Source: an optimization exercise on an open RTL-to-GDS flow (aim: small area). Production flows keep margins and buffers that such runs may drop. At most, simulation tests tie the RTL to the original design; equivalence was not proved. Power and IR drop assume default switching activity.

==> 01-12 <==
## midi_synth_top
module midi_synth_top #(
    parameter int NUM_VOICES    = 4,
    parameter int ATTACK_TIME   = 4,
    parameter int SUSTAIN_TIME  = 40,
    parameter int REL_TIME      = 8,
    parameter int SAMPLE_DIVIDE = 16
) (
    input  logic                        clk,
    input  logic                        reset,
    input  logic [7:0]                  midi_byte,
    input  logic                        midi_valid,
    input  logic [15:0]                 sustain_inc,
    output logic signed [15:0]          mix_sample,
    output logic                        mix_valid,
    output logic [NUM_VOICES-1:0]       voice_on,
    output logic [NUM_VOICES-1:0][7:0]  voice_gain
);
    logic                       note_event;
    logic [5:0]                 ev_idx;
    logic                       ev_on;
    logic                       pedal;
    logic [NUM_VOICES-1:0]      update_voice;
    logic [NUM_VOICES-1:0][5:0] voice_note;
    logic [NUM_VOICES-1:0]      zero_crossing;
    logic [15:0]                sustain_n;
    logic [15:0]                head_phase;
    logic                       started, tick, wpass;
    logic [1:0]                 slot;
    always_comb begin
        logic c;
        c = 1'b0;
        for (int i = 0; i < 16; i++) begin
            sustain_n[i] = ~(sustain_inc[i] ^ 1'(SUSTAIN_TIME >> i) ^ c);
  ...
==> flow/config.mk <==
export PLATFORM = sky130hd
export DESIGN_NAME = midi_synth_top
export DESIGN_NICKNAME = midi_synth_top
export VERILOG_FILES = /design/flow/design.v
export SDC_FILE = /design/flow/constraint.sdc
export NUM_CORES = 4
export LEC_CHECK = 0
export CAP_MARGIN = 20
export CORE_MARGIN = 2
export CORE_UTILIZATION = 40
export SLEW_MARGIN = 20
==> flow/constraint.sdc <==
create_clock -name core_clock -period 12.0 [get_ports {clk}]
set_input_delay 2.4000 -clock core_clock [delete_from_list [all_inputs] [get_ports {clk}]]
set_output_delay 2.4000 -clock core_clock [all_outputs]
set_load 0.01 [all_outputs]
run.sh (not shown) runs the stock make flow with config.mk's settings and CLKGATE_MAP_FILE= SYNTH_SCRIPT=/design/flow/synth_recipe.tcl, a recipe that flattens the netlist after the stock synthesis.
==> 11-11 (differences from 01-12) <==
ABC_AREA = 1   (was unset)
CORE_UTILIZATION = 65   (was 40)
CTS_BUF_LIST = sky130_fd_sc_hd__clkbuf_4   (was unset)
CTS_CLUSTER_SIZE = 20   (was unset)
==> run summary <==
In 01-12 the count of clock-buffer cells in the layout is lower than in 11-11, by 52. Between 11-11 and 01-12, the lower die area is in 11-11 (gap about 40%, measured against 01-12). Between 11-11 and 01-12, the lower first-iteration DRC count is in 01-12 (gap about 18%, measured against 01-12). Of 01-12 and 11-11, 11-11 has the higher cell count (gap about 2.4%, measured against 11-11).


==> tundra: inputs <==
midi_synth_top, a different RTL version from the one above (not shown whole).
==> module voice_oscillator, before the edit <==
module voice_oscillator #(
    parameter int NUM_VOICES = 4
) (
    input  logic                       clk,
    input  logic                       started,      
    input  logic                       tick,         
    input  logic                       wpass,        
    input  logic [1:0]                 slot,         
    input  logic [NUM_VOICES-1:0][5:0] voice_note,
    output logic [15:0]                head_phase,   
    output logic [NUM_VOICES-1:0]      zero_crossing
);
    function automatic [14:0] semitone_inc(input logic [3:0] semitone);
        case (semitone)
            4'd0:    semitone_inc = 15'd15257;
            4'd1:    semitone_inc = 15'd16164;
            4'd2:    semitone_inc = 15'd17125;
            4'd3:    semitone_inc = 15'd18143;
            4'd4:    semitone_inc = 15'd19222;
            4'd5:    semitone_inc = 15'd20365;
            4'd6:    semitone_inc = 15'd21576;
            4'd7:    semitone_inc = 15'd22859;
            4'd8:    semitone_inc = 15'd24218;
            4'd9:    semitone_inc = 15'd25658;
            4'd10:   semitone_inc = 15'd27184;
            default: semitone_inc = 15'd28800;
        endcase
    endfunction
    function automatic [19:0] note_inc(input logic [5:0] idx);
        logic [3:0]  semi;
        logic [5:0]  oct;      
        logic [14:0] t;
        semi = 4'd0;
        oct  = 6'd0;
        for (int i = 1; i < 64; i++) begin
            if (idx == 6'(i)) begin
                semi = 4'((i - 1) % 12);
                oct  = 6'(1 << ((i - 1) / 12));
            end
        end
        t = semitone_inc(semi);
        note_inc = '0;
        for (int k = 0; k < 6; k++) note_inc = note_inc | ({20{oct[k]}} & (20'(t) << k));
    endfunction
    logic [3:0][24:0] ring;     
    logic [5:0]       n1, n2, n3;     
    logic [5:0]       note;
    logic [19:0]      inc;
    logic [23:0]      sum;
    logic             carry_next;
    always_ff @(posedge clk) begin
        n3 <= voice_note[3];
        n2 <= tick ? voice_note[2] : n3;
        n1 <= tick ? voice_note[1] : n2;
    end
    assign note = (slot == 2'd0) ? voice_note[0] : n1;
    assign inc  = wpass ? note_inc(note) : 20'd0;
    always_comb begin
        logic c, k;
        c = 1'b0;
        k = 1'b0;
        for (int i = 0; i < 24; i++) begin
            if (i < 20) begin
                sum[i] = ring[0][i] ^ inc[i] ^ c;
                c = (ring[0][i] & inc[i]) | (c & (ring[0][i] ^ inc[i]));
                k = (sum[i] & inc[i]) | (k & (sum[i] ^ inc[i]));
            end else begin
                sum[i] = ring[0][i] ^ c;
                c = ring[0][i] & c;
                if (i < 23) k = k & sum[i];
            end
        end
        carry_next = k;
    end
    always_ff @(posedge clk) begin
        ring[2:0] <= ring[3:1];
        if (!started || (wpass && note == 6'd0)) ring[3][23:0] <= '0;
        else                                     ring[3][23:0] <= sum;
        if (!started)   ring[3][24] <= 1'b0;
        else if (wpass) ring[3][24] <= (note != 6'd0) && carry_next;
        else            ring[3][24] <= ring[0][24];
    end
    for (genvar v = 0; v < NUM_VOICES; v++) begin : g_zc
        always_ff @(posedge clk) begin
            if (tick) zero_crossing[v] <= ring[v][24];
        end
    end
    assign head_phase = ring[0][23:8];
endmodule
==> module voice_mixer, before the edit <==
module voice_mixer #(
    parameter int NUM_VOICES    = 4,
    parameter int SAMPLE_DIVIDE = 1024
) (
    input  logic                        clk,
    input  logic                        reset,
    input  logic [15:0]                 head_phase,
    input  logic [NUM_VOICES-1:0][7:0]  voice_gain,
    output logic                        started,
    output logic                        tick,
    output logic                        wpass,
    output logic [1:0]                  slot,
    output logic signed [15:0]          mix_sample,
    output logic                        mix_valid
);
    localparam int DIV_W = $clog2(SAMPLE_DIVIDE);
    logic [DIV_W-1:0] div_count;
    logic [DIV_W-1:0] div_inc;
    logic [7:0]       ga, gb;        
    logic [7:0]       g;
    logic [17:0]      acc;
    logic [17:0]      a;
    logic [17:0]      nxt;
    always_comb begin
        logic c;
        c = 1'b1;
        for (int i = 0; i < DIV_W; i++) begin
            div_inc[i] = div_count[i] ^ c;
            c = div_count[i] & c;
        end
    end
    always_ff @(posedge clk) begin
        if (reset) begin
            div_count <= '0;
            started   <= 1'b0;
        end else begin
            if (div_count == DIV_W'(SAMPLE_DIVIDE - 1)) begin
                div_count <= '0;
                started   <= 1'b1;
            end else begin
                div_count <= div_inc;
            end
        end
    end
    assign tick  = started && (div_count == '0);
    assign wpass = started && (div_count[DIV_W-1:2] == '0);
    assign slot  = div_count[1:0];
    always_ff @(posedge clk) begin
        gb <= voice_gain[3];
        ga <= (slot == 2'd1) ? voice_gain[2] : gb;
    end
    assign g = (slot == 2'd0) ? voice_gain[0] : (slot == 2'd1) ? voice_gain[1] : ga;
    assign a = (slot == 2'd0) ? 18'd177152 : acc;
    mixer_mac mac_i (.u(head_phase), .g, .a, .nxt);
    always_ff @(posedge clk) begin
        if (slot == 2'd3 && nxt[17] && !(nxt[16] && nxt[15]))      acc <= 18'h38000;
        else if (slot == 2'd3 && !nxt[17] && (nxt[16] || nxt[15])) acc <= 18'h07fff;
        else                                                        acc <= nxt;
    end
    always_ff @(posedge clk) begin
        if (reset) mix_valid <= 1'b0;
        else       mix_valid <= wpass && (slot == 2'd3);
    end
    assign mix_sample = acc[15:0];
endmodule
Settings: LEC_CHECK=0, CAP_MARGIN=20, CORE_MARGIN=2, CORE_UTILIZATION=65, CTS_BUF_LIST=sky130_fd_sc_hd__clkbuf_16, CTS_CLUSTER_DIAMETER=100, CTS_CLUSTER_SIZE=30, SLEW_MARGIN=20; clock period 12.0 ns.
==> inputs of xenon, as changes to tundra <==
--- a/flow/design.v
+++ b/flow/design.v
@@ -225,35 +225,71 @@
     output logic [NUM_VOICES-1:0]      zero_crossing
 );
-    function automatic [14:0] semitone_inc(input logic [3:0] semitone);
-        case (semitone)
-            4'd0:    semitone_inc = 15'd15257;
-            4'd1:    semitone_inc = 15'd16164;
-            4'd2:    semitone_inc = 15'd17125;
-            4'd3:    semitone_inc = 15'd18143;
-            4'd4:    semitone_inc = 15'd19222;
-            4'd5:    semitone_inc = 15'd20365;
-            4'd6:    semitone_inc = 15'd21576;
-            4'd7:    semitone_inc = 15'd22859;
-            4'd8:    semitone_inc = 15'd24218;
-            4'd9:    semitone_inc = 15'd25658;
-            4'd10:   semitone_inc = 15'd27184;
-            default: semitone_inc = 15'd28800;
-        endcase
-    endfunction
     function automatic [19:0] note_inc(input logic [5:0] idx);
-        logic [3:0]  semi;
-        logic [5:0]  oct;      
-        logic [14:0] t;
-        semi = 4'd0;
-        oct  = 6'd0;
-        for (int i = 1; i < 64; i++) begin
-            if (idx == 6'(i)) begin
-                semi = 4'((i - 1) % 12);
-                oct  = 6'(1 << ((i - 1) / 12));
-            end
-        end
-        t = semitone_inc(semi);
-        note_inc = '0;
-        for (int k = 0; k < 6; k++) note_inc = note_inc | ({20{oct[k]}} & (20'(t) << k));
+        case (idx)
+            6'd1: note_inc = 20'd15257;
+            6'd2: note_inc = 20'd16164;
+            6'd3: note_inc = 20'd17125;
+            6'd4: note_inc = 20'd18143;
+            6'd5: note_inc = 20'd19222;
+            6'd6: note_inc = 20'd20365;
+            6'd7: note_inc = 20'd21576;
+            6'd8: note_inc = 20'd22859;
+            6'd9: note_inc = 20'd24218;
+            6'd10: note_inc = 20'd25658;
+            6'd11: note_inc = 20'd27184;
+            6'd12: note_inc = 20'd28800;
+            6'd13: note_inc = 20'd30514;
+            6'd14: note_inc = 20'd32328;
+            6'd15: note_inc = 20'd34250;
+            6'd16: note_inc = 20'd36286;
+            6'd17: note_inc = 20'd38444;
+            6'd18: note_inc = 20'd40730;
+            6'd19: note_inc = 20'd43152;
+            6'd20: note_inc = 20'd45718;
+            6'd21: note_inc = 20'd48436;
+            6'd22: note_inc = 20'd51316;
+            6'd23: note_inc = 20'd54368;
+            6'd24: note_inc = 20'd57600;
+            6'd25: note_inc = 20'd61028;
+            6'd26: note_inc = 20'd64656;
+            6'd27: note_inc = 20'd68500;
+            6'd28: note_inc = 20'd72572;
+            6'd29: note_inc = 20'd76888;
+            6'd30: note_inc = 20'd81460;
+            6'd31: note_inc = 20'd86304;
+            6'd32: note_inc = 20'd91436;
+            6'd33: note_inc = 20'd96872;
+            6'd34: note_inc = 20'd102632;
+            6'd35: note_inc = 20'd108736;
+            6'd36: note_inc = 20'd115200;
+            6'd37: note_inc = 20'd122056;
+            6'd38: note_inc = 20'd129312;
+            6'd39: note_inc = 20'd137000;
+            6'd40: note_inc = 20'd145144;
+            6'd41: note_inc = 20'd153776;
+            6'd42: note_inc = 20'd162920;
+            6'd43: note_inc = 20'd172608;
+            6'd44: note_inc = 20'd182872;
+            6'd45: note_inc = 20'd193744;
+            6'd46: note_inc = 20'd205264;
+            6'd47: note_inc = 20'd217472;
+            6'd48: note_inc = 20'd230400;
+            6'd49: note_inc = 20'd244112;
+            6'd50: note_inc = 20'd258624;
+            6'd51: note_inc = 20'd274000;
+            6'd52: note_inc = 20'd290288;
+            6'd53: note_inc = 20'd307552;
+            6'd54: note_inc = 20'd325840;
+            6'd55: note_inc = 20'd345216;
+            6'd56: note_inc = 20'd365744;
+            6'd57: note_inc = 20'd387488;
+            6'd58: note_inc = 20'd410528;
+            6'd59: note_inc = 20'd434944;
+            6'd60: note_inc = 20'd460800;
+            6'd61: note_inc = 20'd488224;
+            6'd62: note_inc = 20'd517248;
+            6'd63: note_inc = 20'd548000;
+            default: note_inc = 20'd0;
+        endcase
     endfunction
     logic [3:0][24:0] ring;     
@@ -271,19 +307,24 @@
     assign inc  = wpass ? note_inc(note) : 20'd0;
     always_comb begin
-        logic c, k;
+        logic c;
         c = 1'b0;
-        k = 1'b0;
         for (int i = 0; i < 24; i++) begin
             if (i < 20) begin
                 sum[i] = ring[0][i] ^ inc[i] ^ c;
                 c = (ring[0][i] & inc[i]) | (c & (ring[0][i] ^ inc[i]));
-                k = (sum[i] & inc[i]) | (k & (sum[i] ^ inc[i]));
             end else begin
                 sum[i] = ring[0][i] ^ c;
                 c = ring[0][i] & c;
-                if (i < 23) k = k & sum[i];
             end
         end
-        carry_next = k;
+    end
+    always_comb begin
+        logic k;
+        k = 1'b0;
+        for (int i = 1; i < 23; i++) begin
+            if (i <= 20) k = (ring[0][i] & inc[i-1]) | (k & (ring[0][i] ^ inc[i-1]));
+            else         k = k & ring[0][i];
+        end
+        carry_next = k & ~(sum[23] ^ ring[0][23]);
     end
     always_ff @(posedge clk) begin
@@ -357,11 +398,14 @@
     mixer_mac mac_i (.u(head_phase), .g, .a, .nxt);
     always_ff @(posedge clk) begin
-        if (slot == 2'd3 && nxt[17] && !(nxt[16] && nxt[15]))      acc <= 18'h38000;
-        else if (slot == 2'd3 && !nxt[17] && (nxt[16] || nxt[15])) acc <= 18'h07fff;
-        else                                                        acc <= nxt;
+        if (!wpass && slot == 2'd0) begin
+            if (acc[17] && !(acc[16] && acc[15]))       acc <= 18'h38000;
+            else if (!acc[17] && (acc[16] || acc[15])) acc <= 18'h07fff;
+        end else begin
+            acc <= nxt;
+        end
     end
     always_ff @(posedge clk) begin
         if (reset) mix_valid <= 1'b0;
-        else       mix_valid <= wpass && (slot == 2'd3);
+        else       mix_valid <= started && (div_count == DIV_W'(NUM_VOICES));
     end
     assign mix_sample = acc[15:0];
- ABC_AREA: not set -> 1
- CTS_BUF_LIST: sky130_fd_sc_hd__clkbuf_16 -> sky130_fd_sc_hd__clkbuf_4
- CTS_CLUSTER_DIAMETER: 100 -> not set
- CTS_CLUSTER_SIZE: 30 -> 20
==> inputs of yarrow, as changes to tundra <==
- CTS_BUF_LIST: sky130_fd_sc_hd__clkbuf_16 -> sky130_fd_sc_hd__clkbuf_4
- CTS_CLUSTER_DIAMETER: 100 -> not set
- CTS_CLUSTER_SIZE: 30 -> 20
==> inputs of maple, as changes to tundra <==
- ABC_AREA: not set -> 1
- CTS_BUF_LIST: sky130_fd_sc_hd__clkbuf_16 -> sky130_fd_sc_hd__clkbuf_4
- CTS_CLUSTER_DIAMETER: 100 -> not set
- CTS_CLUSTER_SIZE: 30 -> 20
==> qor summary <==
Share of synthesized area spent on multiplexers: yarrow 2.78%; maple 0%; xenon 0%; tundra 2.78%
Area fraction of the dominant cell type after synthesis: yarrow 27.9%; maple 28.4%; xenon 27.1%; tundra 27.9%
Syn Nets: yarrow 2389; maple 2637; xenon 2546; tundra 2389
Worst hold slack across all endpoints: yarrow 286 ps; maple 310 ps; xenon 320 ps; tundra 337 ps
Area Growth Syn to Fin: yarrow 11.7%; maple 12.6%; xenon 11.5%; tundra 8.78%
Delay of the slowest cell on the worst path: yarrow 510 ps; maple 420 ps; xenon 510 ps; tundra 510 ps
Die Span Y: yarrow 178 µm; maple 176 µm; xenon 174 µm; tundra 178 µm
Cell Count, Final, Fillers Out: yarrow 2678; maple 2968; xenon 2847; tundra 2565
Top sig layer: yarrow met5; maple met4; xenon met4; tundra met4
Portion of the layout cell area used by non-clock buffers: yarrow 5.99%; maple 5.40%; xenon 4.41%; tundra 6.22%
Worst slack after detailed placement: yarrow -234 ps; maple -119 ps; xenon 378 ps; tundra -234 ps
Run status: yarrow timing/DRC/antenna clean; maple timing/DRC/antenna clean; xenon timing/DRC/antenna clean; tundra timing/DRC/antenna clean
Post-detailed-placement half-perimeter wirelength: yarrow 36400 µm; maple 35000 µm; xenon 35200 µm; tundra 36400 µm
Routed wire length: yarrow 48800 µm; maple 47700 µm; xenon 47900 µm; tundra 48200 µm
Power density relative to cell area: yarrow 156 nW/µm²; maple 167 nW/µm²; xenon 161 nW/µm²; tundra 144 nW/µm²
Number of global-route vias before repair: yarrow 16200; maple 16600; xenon 16000; tundra 15600
Top Consumer: yarrow combinational cells; maple combinational cells; xenon sequential cells; tundra combinational cells
Number of antenna violations at the first check in global routing: yarrow 3; maple 1; xenon 1; tundra 0
The RTL of tundra, yarrow and maple was laid out without a check of its function.

[static timing again, ports no longer ideal]
Ports are ideal in the flow. The routed layouts listed here were re-timed in OpenROAD.
Step 1, drivers: a clkbuf_16 drives clk and a buf_2 each remaining input, both assumed.
Step 2 moves the port delays by t, midway between the first and last clock arrival at a register: inputs arrive t later, outputs are due t later. That takes back most of the time a late clock gives input paths.
a / b / c = ideal ports / drivers / drivers and shift; a / b = the first two.
run | t, ns | setup slack, ns | worst data-port slew with drivers (ns)
01-12 | 0.599 | 0.557 / 0.557 / 0.557 | 0.03
11-11 | 0.767 | 0.502 / 0.502 / 0.502 | 0.03
tundra | 0.566 | 0.388 / 0.388 / 0.388 | 0.04
xenon | 0.797 | 0.601 / 0.601 / 0.601 | 0.06
yarrow | 0.788 | 0.501 / 0.501 / 0.501 | 0.04
maple | 0.759 | 0.397 / 0.397 / 0.397 | 0.04
After both steps every run listed still meets setup and hold.
